Background: an optimization exercise with open tools, aiming at small area and a short achievable clock period. Do not read the settings as production practice. RTL that was checked went through simulation tests only; none was proved equivalent to the original. Power and IR drop assume default switching activity.

==> v1 <==
==> flow/design.v (excerpt) <==
module lru_replace_ctrl #(
    parameter int WAYS  = lru_pkg::WAYS,
    parameter int IDX_W = lru_pkg::IDX_W
) (
    input  logic             clk,
    input  logic             rst,
    input  logic             i_req_valid,
    output logic             o_req_ready,
    input  logic [IDX_W-1:0] i_req_addr_7,
    input  logic [WAYS-1:0]  i_req_match_8,
    output logic [IDX_W-1:0] o_lru_addr_7,
    output logic [WAYS-1:0]  o_lru_hit_way_8,
    output logic             o_lru_hit_sig,
    output logic             o_lru_update,
    input  logic [WAYS-1:0]  i_lru_flag_8,
    output logic             o_refill_valid,
    output logic [WAYS-1:0]  o_refill_way_8,
    output logic [IDX_W-1:0] o_refill_addr_7,
    input  logic             i_refill_done,
    output logic             o_resp_valid,
    output logic             o_resp_hit,
    output logic [WAYS-1:0]  o_resp_way_8,
    input  logic             i_resp_ready,
    output logic             o_multi_hit_err
);
export LEC_CHECK = 0
export ABC_AREA = 1
export CAP_MARGIN = 20
export CORE_MARGIN = 2
export CORE_UTILIZATION = 35
export CTS_CLUSTER_DIAMETER = 100
export CTS_CLUSTER_SIZE = 30
export SETUP_SLACK_MARGIN = 4.6
export SLEW_MARGIN = 20
create_clock -name core_clock -period 8.0 [get_ports {clk}]
standard.sh (not shown) runs the stock make flow with config.mk's settings and CLKGATE_MAP_FILE= SYNTH_SCRIPT=/design/flow/synth_recipe.tcl, a recipe that flattens the netlist after the stock synthesis.
==> flow/flow/run.sh <==
#!/bin/bash
# The standard layout (the standard.sh, standard synthesis included),
# with the port buffers made of plain buffers and timing repair allowed to
# change a cell's footprint when it resizes it.
bash standard.sh MATCH_CELL_FOOTPRINT=0 "BUFFER_PORTS_ARGS=-buffer_cell sky130_fd_sc_hd__buf_2" finish > standard.log 2>&1
==> inputs of v37, as changes to v1 <==
--- a/flow/design.v
+++ b/flow/design.v
@@ -7,37 +7,38 @@
         ST_REFILL = 3'd2,
         ST_UPDATE = 3'd3,
         ST_RESP   = 3'd4
     } state_e;
 endpackage
 module lru_victim_sel #(
     parameter int WAYS = lru_pkg::WAYS
 ) (
-    input  logic            i_clean,
     input  logic [3:0]      i_nvalid,
     input  logic [3:0]      i_first,
+    input  logic [3:0]      i_second,
     input  logic [WAYS-1:0] i_lru_flag,
     output logic            o_hit,
+    output logic            o_multi_hit,
     output logic [2:0]      o_way_idx,
     output logic            o_notfull
 );
     logic [2:0] flag_idx;
     logic       flag_onehot;
     always_comb begin
         o_hit       = (i_first < i_nvalid);
+        o_multi_hit = (i_second < i_nvalid);
         flag_onehot = (i_lru_flag != '0) &&
                       ((i_lru_flag & (i_lru_flag - WAYS'(1))) == '0);
         flag_idx    = '0;
         for (int k = 0; k < WAYS; k++) begin
             if (i_lru_flag[k]) flag_idx = flag_idx | 3'(k);
         end
-        o_notfull   = !(i_clean && i_nvalid[3]);
+        o_notfull   = !i_nvalid[3];
         if (o_hit)            o_way_idx = i_first[2:0];
-        else if (!i_clean)    o_way_idx = 3'd0;
         else if (o_notfull)   o_way_idx = i_nvalid[2:0];
         else if (flag_onehot) o_way_idx = flag_idx;
         else                  o_way_idx = 3'd7;
     end
 endmodule
 module lru_replace_ctrl #(
     parameter int WAYS  = lru_pkg::WAYS,
     parameter int IDX_W = lru_pkg::IDX_W
@@ -80,24 +81,21 @@
         else if (!c[5]) pair_b = c[3:0];
         else           pair_b = 4'd8;
     endfunction
     logic st_idle, st_lookup, st_refill, st_update, st_resp;
     logic [1:0]       ptr_q;
     logic             swept_q;
     logic [IDX_W-1:0] addr_q;
     logic [3:0]       first_q;
-    logic [8:1]       sec_lt_q;
+    logic [3:0]       second_q;
     logic [3:0]       first_d;
     logic [3:0]       second_d;
-    logic [8:1]       sec_lt_d;
-    logic             is8, use_hi, lt_hi, lt_lo;
     logic [6:0]       ccode_q;
     logic             cclean_q;
-    logic             odd_q;
     logic [2:0]       way_q;
     logic             hit_q;
     logic             promote_q;
     logic [6:0]       wcode_q;
     logic [6:0]       pc [RINGS][4];
     logic             sel_hit, sel_multi, sel_notfull;
     logic [2:0]       sel_way;
     logic [6:0]       code;
@@ -110,37 +108,25 @@
     logic             rd_clean;
     logic [6:0]       rd_code [4];
     always_comb begin
         code  = cclean_q ? ccode_q : 7'd0;
         cnt_a = pair_a(code);
         cnt_b = pair_b(code);
     end
     lru_victim_sel #(.WAYS(WAYS)) u_sel (
-        .i_clean     (cclean_q),
-        .i_nvalid    (odd_q ? pair_b(ccode_q) : pair_a(ccode_q)),
+        .i_nvalid    (addr_q[0] ? cnt_b : cnt_a),
         .i_first     (first_q),
+        .i_second    (second_q),
         .i_lru_flag  (i_lru_flag_8),
         .o_hit       (sel_hit),
+        .o_multi_hit (sel_multi),
         .o_way_idx   (sel_way),
         .o_notfull   (sel_notfull)
     );
-    logic [7:0] hi_dec, lo_dec;
-    always_comb begin
-        is8    = ccode_q[6] && (ccode_q[5] ? odd_q : (!odd_q || ccode_q[3]));
-        use_hi = !ccode_q[6] && !odd_q;
-        for (int k = 0; k < 8; k++) begin
-            hi_dec[k] = (ccode_q[5:3] == 3'(k));
-            lo_dec[k] = (ccode_q[2:0] == 3'(k));
-        end
-        lt_hi = |(hi_dec[7:1] & sec_lt_q[7:1]);
-        lt_lo = |(lo_dec[7:1] & sec_lt_q[7:1]);
-        sel_multi = (is8 && sec_lt_q[8]) || (!is8 && use_hi && lt_hi) ||
-                    (!is8 && !use_hi && lt_lo);
-    end
     always_ff @(posedge clk or posedge rst) begin
         if (rst) begin
             st_idle   <= 1'b1;
             st_lookup <= 1'b0;
             st_refill <= 1'b0;
             st_update <= 1'b0;
             st_resp   <= 1'b0;
             ptr_q     <= '0;
@@ -164,42 +150,34 @@
         first_d  = 4'd8;
         second_d = 4'd8;
         for (int k = WAYS-1; k >= 0; k--) begin
             if (i_req_match_8[k]) begin
                 second_d = first_d;
                 first_d  = 4'(k);
             end
         end
-        if (!rd_clean) begin
-            first_d  = 4'd8;
-            second_d = 4'd8;
-        end
-        for (int k = 1; k <= 8; k++) begin
-            sec_lt_d[k] = (second_d < 4'(k));
-        end
     end
     always_ff @(posedge clk) begin
         first_q  <= first_d;
-        sec_lt_q <= sec_lt_d;
+        second_q <= second_d;
         ccode_q  <= rd_code[rd_pos];
         cclean_q <= rd_clean;
-        odd_q    <= i_req_addr_7[0];
         if (st_idle) addr_q <= i_req_addr_7;
         if (st_lookup) begin
             way_q     <= sel_way;
             hit_q     <= sel_hit;
             promote_q <= sel_hit || sel_notfull;
             wcode_q   <= new_code;
         end
     end
     always_comb begin
         fill     = !sel_hit && sel_notfull;
-        new_a    = (fill && !odd_q) ? cnt_a + 4'd1 : cnt_a;
-        new_b    = (fill &&  odd_q) ? cnt_b + 4'd1 : cnt_b;
+        new_a    = (fill && !addr_q[0]) ? cnt_a + 4'd1 : cnt_a;
+        new_b    = (fill &&  addr_q[0]) ? cnt_b + 4'd1 : cnt_b;
         new_code = pair_enc(new_a, new_b);
         wr_code  = st_lookup ? new_code : wcode_q;
         for (int r = 0; r < RINGS; r++) begin
             we[r] = !st_idle && (addr_q[IDX_W-1:3] == RW'(r)) &&
                     (2'(addr_q[2:1] + ptr_q) == 2'd3);
         end
     end
     always_ff @(posedge clk) begin
==> flow/run.sh (new file) <==
#!/bin/bash
# synth_recipe.tcl (not shown) runs the flow's synth.tcl, then flattens the netlist and writes it again
# the make line also repeats each setting of config.mk as NAME=value (left out here)
make -C /OpenROAD-flow-scripts/flow DESIGN_CONFIG=/design/flow/config.mk WORK_HOME=/design/flow/orfs CLKGATE_MAP_FILE= SYNTH_SCRIPT=/design/flow/synth_recipe.tcl finish
Settings changed: ABC_AREA 1 to not set, CTS_CLUSTER_SIZE 30 to 25, SETUP_SLACK_MARGIN 4.6 to 4.
removed: flow/flow/run.sh
removed: flow/standard.sh
==> inputs of v22, as changes to v1 <==
--- a/flow/design.v
+++ b/flow/design.v
@@ -72,17 +72,17 @@
     endfunction
     function automatic logic [3:0] pair_a(input logic [6:0] c);
         if (!c[6])     pair_a = {1'b0, c[5:3]};
         else if (!c[5]) pair_a = 4'd8;
         else           pair_a = {1'b0, c[2:0]};
     endfunction
     function automatic logic [3:0] pair_b(input logic [6:0] c);
         if (!c[6])     pair_b = {1'b0, c[2:0]};
-        else if (!c[5]) pair_b = c[3:0];
+        else if (!c[5]) pair_b = c[3] ? 4'd8 : {1'b0, c[2:0]};
         else           pair_b = 4'd8;
     endfunction
     logic st_idle, st_lookup, st_refill, st_update, st_resp;
     logic [1:0]       ptr_q;
     logic             swept_q;
     logic [IDX_W-1:0] addr_q;
     logic [3:0]       first_q;
     logic [8:1]       sec_lt_q;
@@ -140,17 +140,19 @@
         if (rst) begin
             st_idle   <= 1'b1;
             st_lookup <= 1'b0;
             st_refill <= 1'b0;
             st_update <= 1'b0;
             st_resp   <= 1'b0;
             ptr_q     <= '0;
             swept_q   <= 1'b0;
+            sec_lt_q  <= '0;
         end else begin
+            sec_lt_q  <= sec_lt_d;
             st_idle   <= (st_idle && !i_req_valid) || (st_resp && i_resp_ready);
             st_lookup <= st_idle && i_req_valid;
             st_refill <= (st_lookup && !sel_hit) || (st_refill && !i_refill_done);
             st_update <= (st_lookup && sel_hit) || (st_refill && i_refill_done);
             st_resp   <= st_update || (st_resp && !i_resp_ready);
             ptr_q     <= ptr_q + 2'd1;
             if (ptr_q == 2'd3) swept_q <= 1'b1;
         end
@@ -169,22 +171,21 @@
                 first_d  = 4'(k);
             end
         end
         if (!rd_clean) begin
             first_d  = 4'd8;
             second_d = 4'd8;
         end
         for (int k = 1; k <= 8; k++) begin
-            sec_lt_d[k] = (second_d < 4'(k));
+            sec_lt_d[k] = (second_d < 4'(k)) && i_req_valid && st_idle;
         end
     end
     always_ff @(posedge clk) begin
         first_q  <= first_d;
-        sec_lt_q <= sec_lt_d;
         ccode_q  <= rd_code[rd_pos];
         cclean_q <= rd_clean;
         odd_q    <= i_req_addr_7[0];
         if (st_idle) addr_q <= i_req_addr_7;
         if (st_lookup) begin
             way_q     <= sel_way;
             hit_q     <= sel_hit;
             promote_q <= sel_hit || sel_notfull;
@@ -213,17 +214,17 @@
     logic [WAYS-1:0] way_dec;
     always_comb begin
         for (int k = 0; k < WAYS; k++) begin
             way_dec[k] = (way_q == 3'(k));
         end
         o_req_ready     = st_idle && !rst;
         o_lru_addr_7    = st_idle ? '0 : addr_q;
         o_refill_addr_7 = st_idle ? '0 : addr_q;
-        o_multi_hit_err = st_lookup && sel_multi;
+        o_multi_hit_err = sel_multi;
         o_refill_valid  = st_refill;
         o_refill_way_8  = st_refill ? way_dec : '0;
         o_lru_update    = st_update;
         o_lru_hit_sig   = st_update && promote_q;
         o_lru_hit_way_8 = (st_update && promote_q) ? way_dec : '0;
         o_resp_valid    = st_resp;
         o_resp_hit      = st_resp && hit_q;
         o_resp_way_8    = st_resp ? way_dec : '0;
==> flow/flow/run.sh (replaced) <==
#!/bin/bash
# The standard layout (standard.sh, its synthesis script included) with
# three changes:
#  - ABC maps the logic with flow/abc_area.script (ABC_AREA is 1), an
#    area-recovering mapping, in place of ORFS's abc_area.script; the flow
#    scripts are otherwise ORFS's own, copied unchanged;
#  - the port buffers are plain buffers;
#  - timing repair may change a cell's footprint when it resizes it.
set -e
rm -rf scripts_abc
cp -r "$FLOW_HOME/scripts" scripts_abc
cp flow/abc_area.script scripts_abc/abc_area.script
bash standard.sh SCRIPTS_DIR="$PWD/scripts_abc" MATCH_CELL_FOOTPRINT=0 \
    "BUFFER_PORTS_ARGS=-buffer_cell sky130_fd_sc_hd__buf_1" finish > standard.log 2>&1
==> flow/flow/abc_area.script (new file) <==
&get -n
&st
&dch
&nf -R 1000
&put
topo
stime -c
buffer -c
upsize -c
dnsize -c
Settings changed: CORE_UTILIZATION 35 to 55, CTS_CLUSTER_SIZE 30 to 28.
==> inputs of v3, as changes to v1 <==
--- a/flow/design.v
+++ b/flow/design.v
@@ -72,17 +72,17 @@
     endfunction
     function automatic logic [3:0] pair_a(input logic [6:0] c);
         if (!c[6])     pair_a = {1'b0, c[5:3]};
         else if (!c[5]) pair_a = 4'd8;
         else           pair_a = {1'b0, c[2:0]};
     endfunction
     function automatic logic [3:0] pair_b(input logic [6:0] c);
         if (!c[6])     pair_b = {1'b0, c[2:0]};
-        else if (!c[5]) pair_b = c[3:0];
+        else if (!c[5]) pair_b = c[3] ? 4'd8 : {1'b0, c[2:0]};
         else           pair_b = 4'd8;
     endfunction
     logic st_idle, st_lookup, st_refill, st_update, st_resp;
     logic [1:0]       ptr_q;
     logic             swept_q;
     logic [IDX_W-1:0] addr_q;
     logic [3:0]       first_q;
     logic [8:1]       sec_lt_q;
==> flow/flow/run.sh (replaced) <==
#!/bin/bash
# The standard layout (standard.sh, its synthesis script included) with
# three changes:
#  - ABC maps the logic with flow/abc_area.script (ABC_AREA is 1), an
#    area-recovering mapping, in place of ORFS's abc_area.script; the flow
#    scripts are otherwise ORFS's own, copied unchanged;
#  - the port buffers are plain buffers;
#  - timing repair may change a cell's footprint when it resizes it.
set -e
rm -rf scripts_abc
cp -r "$FLOW_HOME/scripts" scripts_abc
cp flow/abc_area.script scripts_abc/abc_area.script
bash standard.sh SCRIPTS_DIR="$PWD/scripts_abc" MATCH_CELL_FOOTPRINT=0 \
    "BUFFER_PORTS_ARGS=-buffer_cell sky130_fd_sc_hd__buf_2" finish > standard.log 2>&1
==> flow/flow/abc_area.script (new file) <==
&get -n
&st
&dch
&nf -R 1000
&put
==> tab_implementation.tex <==
\begin{tabular}{lr}
\hline
Metric & Value \\
\hline
\multicolumn{2}{l}{\textbf{Synth}} \\
\quad Share of the synthesized area in compound gates (AO/OA/AOI/OAI) & 0.191 \\
\quad Synthesized area divided by synthesized cell count & 11.2 µm² \\
\quad Fraction of synthesized cell area in xor and xnor cells & 0.00386 \\
\multicolumn{2}{l}{\textbf{STA}} \\
\quad Final worst setup slack & 3870 ps \\
\quad Clock skew & 25.9 ps \\
\multicolumn{2}{l}{\textbf{Cells and area}} \\
\quad Post-route cell area & 18400 µm² \\
\multicolumn{2}{l}{\textbf{Clocking}} \\
\quad Resized cells post-CTS & 27 \\
\quad Clock latency reported for the late side of the worst-skew pair & 560 ps \\
\multicolumn{2}{l}{\textbf{Outcome}} \\
\quad Outcome & complete, no violations \\
\multicolumn{2}{l}{\textbf{Worst setup path}} \\
\quad Worst r2r path cells & 24 \\
\quad Kind of cell adding the most delay to the critical path & flip-flops \\
\multicolumn{2}{l}{\textbf{Detailed routing}} \\
\quad Aggregate routed wire length & 48800 µm \\
\hline
\end{tabular}
(the above is from v37)
==> tab_implementation.tex <==
\begin{tabular}{lr}
\hline
Metric & Value \\
\hline
\multicolumn{2}{l}{\textbf{Global routing}} \\
\quad Wire length of the first global-routing pass & 65600 µm \\
\multicolumn{2}{l}{\textbf{STA}} \\
\quad Final worst setup slack & 4510 ps \\
\quad Clock skew & 18.5 ps \\
\quad Final Max Tran Viols & 0 \\
\multicolumn{2}{l}{\textbf{Cells and area}} \\
\quad Post-route cell area & 17200 µm² \\
\quad Synthesis-to-finish area growth & 10.7\% \\
\multicolumn{2}{l}{\textbf{Worst setup path}} \\
\quad Worst r2r path cells & 18 \\
\quad Kind of cell adding the most delay to the critical path & buffers and inverters \\
\quad Crit start category & primary input \\
\multicolumn{2}{l}{\textbf{Outcome}} \\
\quad Outcome & complete, no violations \\
\multicolumn{2}{l}{\textbf{Synth}} \\
\quad Synthesized area divided by synthesized cell count & 11.1 µm² \\
\quad Share of the synthesized area in compound gates (AO/OA/AOI/OAI) & 0.183 \\
\quad Fraction of synthesized cell area in xor and xnor cells & 0.00394 \\
\multicolumn{2}{l}{\textbf{Floorplan}} \\
\quad Starting density of the core & 0.560 \\
\multicolumn{2}{l}{\textbf{Clocking}} \\
\quad Clock tree from TritonCTS & yes \\
\quad Resized cells post-CTS & 53 \\
\quad CTS buffer count & 21 \\
\quad Clock latency reported for the late side of the worst-skew pair & 560 ps \\
\multicolumn{2}{l}{\textbf{Detailed routing}} \\
\quad Aggregate routed wire length & 45100 µm \\
\hline
\end{tabular}
(the above is from v22)
==> tab_implementation.tex <==
\begin{tabular}{lr}
\hline
Metric & Value \\
\hline
\multicolumn{2}{l}{\textbf{Worst setup path}} \\
\quad Kind of cell adding the most delay to the critical path & multiplexers \\
\multicolumn{2}{l}{\textbf{Clocking}} \\
\quad Resized cells post-CTS & 34 \\
\multicolumn{2}{l}{\textbf{STA}} \\
\quad Final worst setup slack & 4460 ps \\
\quad Final Max Tran Viols & 0 \\
\multicolumn{2}{l}{\textbf{Outcome}} \\
\quad Outcome & complete, no violations \\
\multicolumn{2}{l}{\textbf{Synth}} \\
\quad Fraction of synthesized cell area in xor and xnor cells & 0.00406 \\
\quad Synthesized area divided by synthesized cell count & 11.4 µm² \\
\quad Share of the synthesized area in compound gates (AO/OA/AOI/OAI) & 0.180 \\
\multicolumn{2}{l}{\textbf{Cells and area}} \\
\quad Post-route cell area & 17400 µm² \\
\multicolumn{2}{l}{\textbf{Detailed routing}} \\
\quad Aggregate routed wire length & 42500 µm \\
\hline
\end{tabular}
(the above is from v3)
==> tab_implementation.tex <==
\begin{tabular}{lr}
\hline
Metric & Value \\
\hline
\multicolumn{2}{l}{\textbf{Outcome}} \\
\quad Outcome & complete, no violations \\
\multicolumn{2}{l}{\textbf{Power}} \\
\quad Total power divided by cell area & 253 nW/µm² \\
\quad Power share of the clock group & 0.267 \\
\multicolumn{2}{l}{\textbf{Global routing}} \\
\quad Largest net degree at the start of global routing & 33 \\
\multicolumn{2}{l}{\textbf{Worst setup path}} \\
\quad Kind of cell adding the most delay to the critical path & flip-flops \\
\quad Crit Reg-Reg Endpoint & pc[0][6] \\
\quad Worst r2r path cells & 17 \\
\multicolumn{2}{l}{\textbf{STA}} \\
\quad Final Hold Fails & 0 \\
\quad Clock skew & 34.3 ps \\
\multicolumn{2}{l}{\textbf{Synth}} \\
\quad Fraction of synthesized cell area in xor and xnor cells & 0.00265 \\
\quad Share of the synthesized area in compound gates (AO/OA/AOI/OAI) & 0.101 \\
\quad Synthesized area divided by synthesized cell count & 9.06 µm² \\
\multicolumn{2}{l}{\textbf{Clocking}} \\
\quad Resized cells post-CTS & 19 \\
\multicolumn{2}{l}{\textbf{Cells and area}} \\
\quad Post-route cell area & 18200 µm² \\
\quad Fraction of standard cell area in multi-input logic & 0.313 \\
\hline
\end{tabular}
(the above is from v1)
Function not checked in v1: the RTL went through the layout flow alone.

static timing again, ports no longer ideal:
In the flow no input, the clock included, has a driving cell. The finished layouts below were timed again as built, in two steps.
Step 1 (the two cells are an assumption about what drives the block):
set clk [get_ports {clk}]
set_driving_cell -lib_cell sky130_fd_sc_hd__clkbuf_16 $clk
set_driving_cell -lib_cell sky130_fd_sc_hd__buf_2 [delete_from_list [all_inputs] $clk]
Step 2, shift: input delay + t, output delay - t, t = (earliest + latest rising clock arrival at the registers) / 2. This alone moves slack from input paths to output paths.
a / b / c = ideal / step 1 / step 2; a / b = the first two.
| run | t (ns) | setup slack, ns | worst setup path at the end | slew at the worst register clock pin (ns) | cell pins on the clock port's net |
|---|---|---|---|---|---|
| v1 | 0.601 | 4.499 / 4.448 / 4.182 | input to register | 0.12 / 0.12 | 1 |
| v37 | 0.599 | 3.866 / 3.816 / 3.679 | input to register | 0.10 / 0.10 | 1 |
| v22 | 0.601 | 4.508 / 4.474 / 4.086 | input to register | 0.12 / 0.12 | 1 |
| v3 | 0.585 | 4.456 / 4.408 / 4.099 | input to register | 0.12 / 0.12 | 1 |
After both steps setup and hold are still met in every run listed. The setup slack of v22, which loses most, moves by -0.034 ns with the drivers and by -0.422 ns with both steps.
